From an optimization exercise on the open Yosys and OpenROAD flow, aimed at small area, a short achievable clock period and few clock cycles per item; shortcuts taken in it are not production practice.
Function was checked by simulation only, so behaviour that the tests miss may differ from the original.

==> inputs of exp/ember <==
Design face_track_associator, start of the top module:
module face_track_associator #(
  parameter int unsigned MAX_FACES = fta_pkg::MAX_FACES_DEF
) (
  input  logic                        clk_i,
  input  logic                        rst_ni,
  input  logic                        in_valid,
  output logic                        in_ready,
  input  logic                        in_func,
  input  logic [fta_pkg::COORD_W-1:0] in_det_x,
  input  logic [fta_pkg::COORD_W-1:0] in_det_y,
  input  logic [fta_pkg::COORD_W-1:0] in_det_width,
  input  logic [fta_pkg::COORD_W-1:0] in_det_height,
  input  logic                        in_passes_check,
  output logic                        out_valid,
  input  logic                        out_ready,
  output logic                        out_result_kind,
  output logic                        out_matched,
  output logic [fta_pkg::COORD_W-1:0] out_kept_x,
  output logic [fta_pkg::COORD_W-1:0] out_kept_y,
  output logic                        out_stored,
  output logic                        out_overflow,
  output logic [fta_pkg::TRACK_W-1:0] out_tracked_count,
  input  logic                        psel,
  input  logic                        penable,
  input  logic                        pwrite,
  input  logic [fta_pkg::APB_AW-1:0]  paddr,
  input  logic [fta_pkg::APB_DW-1:0]  pwdata,
  output logic [fta_pkg::APB_DW-1:0]  prdata,
  output logic                        pready
);
clock: 8.5 ns
lec_check: 0
cap_margin: 20
core_margin: 2
core_utilization: 40
cts_buf_list: sky130_fd_sc_hd__clkbuf_8
setup_slack_margin: 1.25
slew_margin: 20
run.sh (not shown) runs the stock make flow with config.mk's settings and CLKGATE_MAP_FILE= SYNTH_SCRIPT=/design/flow/synth_recipe.tcl, a recipe that flattens the netlist after the stock synthesis.
==> inputs of exp/raven, as changes to exp/ember <==
--- a/flow/design.v
+++ b/flow/design.v
@@ -96,47 +96,50 @@
   assign prdata = {{(fta_pkg::APB_DW-TW){1'b0}}, paddr[2] ? den_q : num_q};
   logic [N-1:0][CW-1:0] ox_q, oy_q;    
   logic [N-1:0][CW-1:0] nx_q, ny_q;    
   logic [N-1:0]         olive_q;       
   logic [4:0]           cnt_q;         
-  function automatic logic [3:0] msb_of(input logic [TW-1:0] v);
+  function automatic logic [3:0] msb_of(input logic [CW-1:0] v);
     msb_of = '0;
-    for (int b = 0; b < TW; b++) if (v[b]) msb_of = 4'(b);
+    for (int b = 0; b < CW; b++) if (v[b]) msb_of = 4'(b);
   endfunction
-  function automatic logic [2*FB-1:0] window(input logic [FB-1:0] c, input logic [TW+CW-1:0] nv,
-                                             input logic [3:0] md, input logic all);
-    logic [TW+CW-1:0] q;
-    logic [FB:0]      bnd, lo, hi;
-    q   = nv >> (md + 4'd4);
-    bnd = (q >= (TW+CW)'(1 << FB) - 1) ? {(FB+1){1'b1}} : (FB+1)'(q) + (FB+1)'(1);
-    lo  = ((FB+1)'(c) >= bnd) ? (FB+1)'(c) - bnd : '0;
-    hi  = (FB+1)'(c) + bnd;
-    if (all || bnd[FB]) window = {{FB{1'b1}}, {FB{1'b0}}};
-    else window = {hi[FB] ? {FB{1'b1}} : hi[FB-1:0], lo[FB-1:0]};
+  function automatic logic [FB-1:0] bound_mask(input logic [3:0] mn, input logic [3:0] mv,
+                                               input logic [3:0] md);
+    for (int b = 0; b < FB; b++)
+      bound_mask[b] = (b >= 1) && (6'(b) + 6'(md) + 6'd1 >= 6'(mn) + 6'(mv));
   endfunction
-  logic          p_v_q, p_func_q, p_pass_q;
-  logic [CW-1:0] p_x_q, p_y_q, p_w_q, p_h_q;
-  logic [TW+CW-1:0] p_nw_q, p_nh_q;              
-  logic [3:0]    mden;
-  logic [FB-1:0] lox_p, hix_p, loy_p, hiy_p;
-  logic          den_zero, nocand_p, p_take;
-  assign mden     = msb_of(den_q);
-  assign den_zero = den_zero_q;
-  assign nocand_p = (num_q == '0) || (p_w_q == '0) || (p_h_q == '0);
-  assign {hix_p, lox_p} = window(p_x_q[CW-1 -: FB], p_nw_q, mden, den_zero);
-  assign {hiy_p, loy_p} = window(p_y_q[CW-1 -: FB], p_nh_q, mden, den_zero);
+  logic [3:0]    mnum, mden;
+  logic [FB-1:0] hmx_in, hmy_in, lox_in, hix_in, loy_in, hiy_in;
+  logic          den_zero, nocand_in;
+  assign mnum      = msb_of(CW'(num_q));
+  assign mden      = msb_of(CW'(den_q));
+  assign den_zero  = den_zero_q;
+  assign nocand_in = (num_q == '0) || (in_det_width == '0) || (in_det_height == '0);
+  assign hmx_in    = den_zero ? '0 : bound_mask(mnum, msb_of(in_det_width), mden);
+  assign hmy_in    = den_zero ? '0 : bound_mask(mnum, msb_of(in_det_height), mden);
+  function automatic logic [2*FB-1:0] window(input logic [FB-1:0] c, input logic [FB-1:0] hm);
+    logic [FB-1:0] p;
+    logic [FB+1:0] lo, hi;
+    p  = hm & ~{hm[FB-2:0], 1'b0};           
+    lo = (FB+2)'(c) + (FB+2)'(1) - (FB+2)'(p);
+    hi = (FB+2)'(c) + (FB+2)'(p);
+    if (p == '0) window = {{FB{1'b1}}, {FB{1'b0}}};
+    else window = {hi[FB] ? {FB{1'b1}} : hi[FB-1:0], lo[FB+1] ? {FB{1'b0}} : lo[FB-1:0]};
+  endfunction
+  assign {hix_in, lox_in} = window(in_det_x[CW-1 -: FB], hmx_in);
+  assign {hiy_in, loy_in} = window(in_det_y[CW-1 -: FB], hmy_in);
   logic          a_v_q, a_func_q, a_pass_q, a_first_q, a_nocand_q;
   logic [CW-1:0] a_x_q, a_y_q, a_w_q, a_h_q;
   logic [FB-1:0] a_lox_q, a_hix_q, a_loy_q, a_hiy_q;
   logic [N-1:0]  a_iss_q;
   localparam int unsigned LW = fta_pkg::LIMIT_W;        
   localparam int unsigned DW = fta_pkg::DIST_W;          
   localparam int unsigned MW = DW + TW + 1;               
   logic          e1_v_q, e1_sv_q, e1_first_q, e1_last_q, e1_func_q, e1_pass_q;
   logic [3:0]    e1_idx_q;
   logic [CW-1:0] e1_x_q, e1_y_q, e1_w_q, e1_h_q;
-  logic [CW:0]   e1_dx_q, e1_dy_q;          
+  logic [CW:0]   e1_dx_q, e1_dy_q;
   logic          e2_v_q, e2_sv_q, e2_first_q, e2_last_q, e2_func_q, e2_pass_q;
   logic [3:0]    e2_idx_q;
   logic [CW-1:0] e2_x_q, e2_y_q;
   logic [CW:0]   e2_dx_q, e2_dy_q;
   logic [DW-1:0] e2_d_q;
@@ -201,51 +204,31 @@
   end
   assign sel_dx    = {1'b0, a_x_q} - {1'b0, sel_x};
   assign sel_dy    = {1'b0, a_y_q} - {1'b0, sel_y};
   assign slot_last = ((rem & ~sel) == '0);
   assign a_done    = can_issue && slot_last;
-  assign p_take    = !a_v_q || a_done;
-  assign in_ready  = !p_v_q || p_take;
+  assign in_ready  = !a_v_q || a_done;
   always_ff @(posedge clk_i or negedge rst_ni) begin
     if (!rst_ni) begin
-      p_v_q <= 1'b0;
+      a_v_q <= 1'b0;
     end else if (in_ready) begin
-      p_v_q <= in_valid;
+      a_v_q <= in_valid;
     end
   end
   always_ff @(posedge clk_i) begin
     if (in_valid && in_ready) begin
-      p_func_q <= in_func;
-      p_pass_q <= in_passes_check;
-      p_x_q    <= in_det_x;
-      p_y_q    <= in_det_y;
-      p_w_q    <= in_det_width;
-      p_h_q    <= in_det_height;
-      p_nw_q   <= (TW+CW)'(num_q) * (TW+CW)'(in_det_width);
-      p_nh_q   <= (TW+CW)'(num_q) * (TW+CW)'(in_det_height);
-    end
-  end
-  always_ff @(posedge clk_i or negedge rst_ni) begin
-    if (!rst_ni) begin
-      a_v_q <= 1'b0;
-    end else if (p_take) begin
-      a_v_q <= p_v_q;
-    end
-  end
-  always_ff @(posedge clk_i) begin
-    if (p_v_q && p_take) begin
-      a_func_q   <= p_func_q;
-      a_pass_q   <= p_pass_q;
-      a_x_q      <= p_x_q;
-      a_y_q      <= p_y_q;
-      a_w_q      <= p_w_q;
-      a_h_q      <= p_h_q;
-      a_lox_q    <= lox_p;
-      a_hix_q    <= hix_p;
-      a_loy_q    <= loy_p;
-      a_hiy_q    <= hiy_p;
-      a_nocand_q <= nocand_p;
+      a_func_q   <= in_func;
+      a_pass_q   <= in_passes_check;
+      a_x_q      <= in_det_x;
+      a_y_q      <= in_det_y;
+      a_w_q      <= in_det_width;
+      a_h_q      <= in_det_height;
+      a_lox_q    <= lox_in;
+      a_hix_q    <= hix_in;
+      a_loy_q    <= loy_in;
+      a_hiy_q    <= hiy_in;
+      a_nocand_q <= nocand_in;
       a_iss_q    <= '0;
       a_first_q  <= 1'b1;
     end else if (can_issue) begin
       a_iss_q    <= a_iss_q | sel;
       a_first_q  <= 1'b0;
@@ -254,23 +237,23 @@
   logic          sx1, sy1;
   logic [DW-1:0] ax1, ay1, w1, h1, cx1, cy1, d1;
   logic [2*CW-1:0] wh1;
   assign sx1  = e1_dx_q[CW];
   assign sy1  = e1_dy_q[CW];
-  assign ax1  = DW'(e1_dx_q[CW-1:0]);
-  assign ay1  = DW'(e1_dy_q[CW-1:0]);
+  assign ax1  = DW'(e1_dx_q[CW-1:0] ^ {CW{sx1}});
+  assign ay1  = DW'(e1_dy_q[CW-1:0] ^ {CW{sy1}});
   assign w1   = DW'(e1_w_q);
   assign h1   = DW'(e1_h_q);
   assign cx1  = sx1 ? h1 : '0;
   assign cy1  = sy1 ? w1 : '0;
   assign d1   = ax1 * h1 + cx1 + ay1 * w1 + cy1;
   assign wh1  = (2*CW)'(e1_w_q) * (2*CW)'(e1_h_q);
   logic [MW-1:0] m2;
   logic          cand2;
   logic [CW-1:0] tx2, ty2;
-  assign tx2   = e2_x_q + (e2_dx_q[CW-1:0] ^ {CW{!e2_dx_q[CW]}}) + CW'(1);
-  assign ty2   = e2_y_q + (e2_dy_q[CW-1:0] ^ {CW{!e2_dy_q[CW]}}) + CW'(1);
+  assign tx2   = e2_x_q - e2_dx_q[CW-1:0];
+  assign ty2   = e2_y_q - e2_dy_q[CW-1:0];
   assign m2    = MW'(e2_wh_q) * MW'(num_q) - MW'(e2_d_q) * MW'(den1_q) - MW'(1);
   assign cand2 = e2_sv_q && (den_zero || !m2[MW-1]);
   always_ff @(posedge clk_i or negedge rst_ni) begin
     if (!rst_ni) begin
       e1_v_q <= 1'b0;
@@ -288,12 +271,12 @@
       e1_first_q <= a_first_q;
       e1_last_q  <= slot_last;
       e1_func_q  <= a_func_q;
       e1_pass_q  <= a_pass_q;
       e1_idx_q   <= sel_idx;
-      e1_dx_q    <= {sel_dx[CW], sel_dx[CW-1:0] ^ {CW{sel_dx[CW]}}};
-      e1_dy_q    <= {sel_dy[CW], sel_dy[CW-1:0] ^ {CW{sel_dy[CW]}}};
+      e1_dx_q    <= sel_dx;
+      e1_dy_q    <= sel_dy;
       e1_x_q     <= a_x_q;
       e1_y_q     <= a_y_q;
       e1_w_q     <= a_w_q;
       e1_h_q     <= a_h_q;
       e2_sv_q    <= e1_sv_q;
CORE_UTILIZATION = 60   (was 40)
CTS_BUF_LIST = default   (was sky130_fd_sc_hd__clkbuf_8)
SETUP_SLACK_MARGIN = default   (was 1.25)
==> inputs of exp/harbor, as changes to exp/ember <==
SETUP_SLACK_MARGIN = 1.5   (was 1.25)
==> summary of the runs <==
Design area, lowest first: exp/raven, exp/ember, exp/harbor. Worst setup slack: exp/raven < exp/ember < exp/harbor. Flip-flop and latch count is the same in exp/harbor and exp/ember. Register-to-register slack: exp/raven < exp/ember < exp/harbor. Utilization: exp/raven > exp/harbor > exp/ember. Synthesized cell count: exp/harbor is larger than exp/raven (about 8%). Global-route usage: exp/raven > exp/harbor > exp/ember. The highest clock skew belongs to exp/harbor, the lowest to exp/ember.
==> figures <==
	exp/ember	exp/harbor	exp/raven
Starting DRC count in detailed routing	5,602	5,405	5,502
Worst-path fanout max	5	5	11
Routed met1 length	116 mm	116 mm	101 mm
Clock buffer cells	236	232	160
Placed Area	102,000 µm²	102,000 µm²	92,800 µm²
Num sequential	1,372	1,372	1,287
Filler cell count	21,600	21,400	11,100
Combined area of all synthesized cells	95,900 µm²	95,900 µm²	88,500 µm²
Sink of the worst hold path	ox_q[125]	ox_q[78]	oy_q[175]
Largest net degree at the start of global routing	146	180	151
Unrepaired setup endpoints after global routing	true	true	false
Buffers plus inverters on the worst setup path	7	5	4
Outcome	finished clean	finished clean	finished clean
Tcrit/Tclk final	0.837	0.832	0.975
Placeable core region	238,000 µm²	238,000 µm²	146,000 µm²
Fraction of registers with async set or reset after synthesis	0.0394	0.0394	0.0412
Testbench counts of exp/ember, summed over its fixed seeds: cycles 4,638, items 3,950.
Testbench counts of exp/raven, summed over its fixed seeds: cycles 5,335, items 3,950.
Testbench counts of exp/harbor, summed over its fixed seeds: cycles 4,638, items 3,950.

## separate check: timing with driven ports
Ports are ideal in the flow. The routed layouts listed here were re-timed in OpenROAD.
Step 1, drivers: a clkbuf_16 drives clk_i and a buf_2 each remaining input, both assumed.
Step 2 times the ports against the registers' clock, not the clock port: input delays grow and output delays shrink by t, the midpoint of the rising clock arrivals with the driver on.
Slacks: ideal ports / drivers / drivers and shift; pairs: ideal ports / drivers.
run	t (ns)	slack for setup (ns)	worst setup path at the end	latest minus earliest clock arrival (ns)	worst register clock-pin slew, ns
exp/ember	1.048	1.389 / 1.389 / 1.273	input to register	0.068 / 0.068	0.09 / 0.09
exp/raven	0.877	0.215 / 0.130 / 0.428	input to register	0.076 / 0.075	0.07 / 0.07
exp/harbor	1.016	1.425 / 1.425 / 1.189	input to register	0.103 / 0.104	0.08 / 0.08
After both steps every run listed still meets setup and hold. For exp/harbor, which loses most, drivers alone change the setup slack by 0.000 ns; drivers and shift together by -0.236 ns.
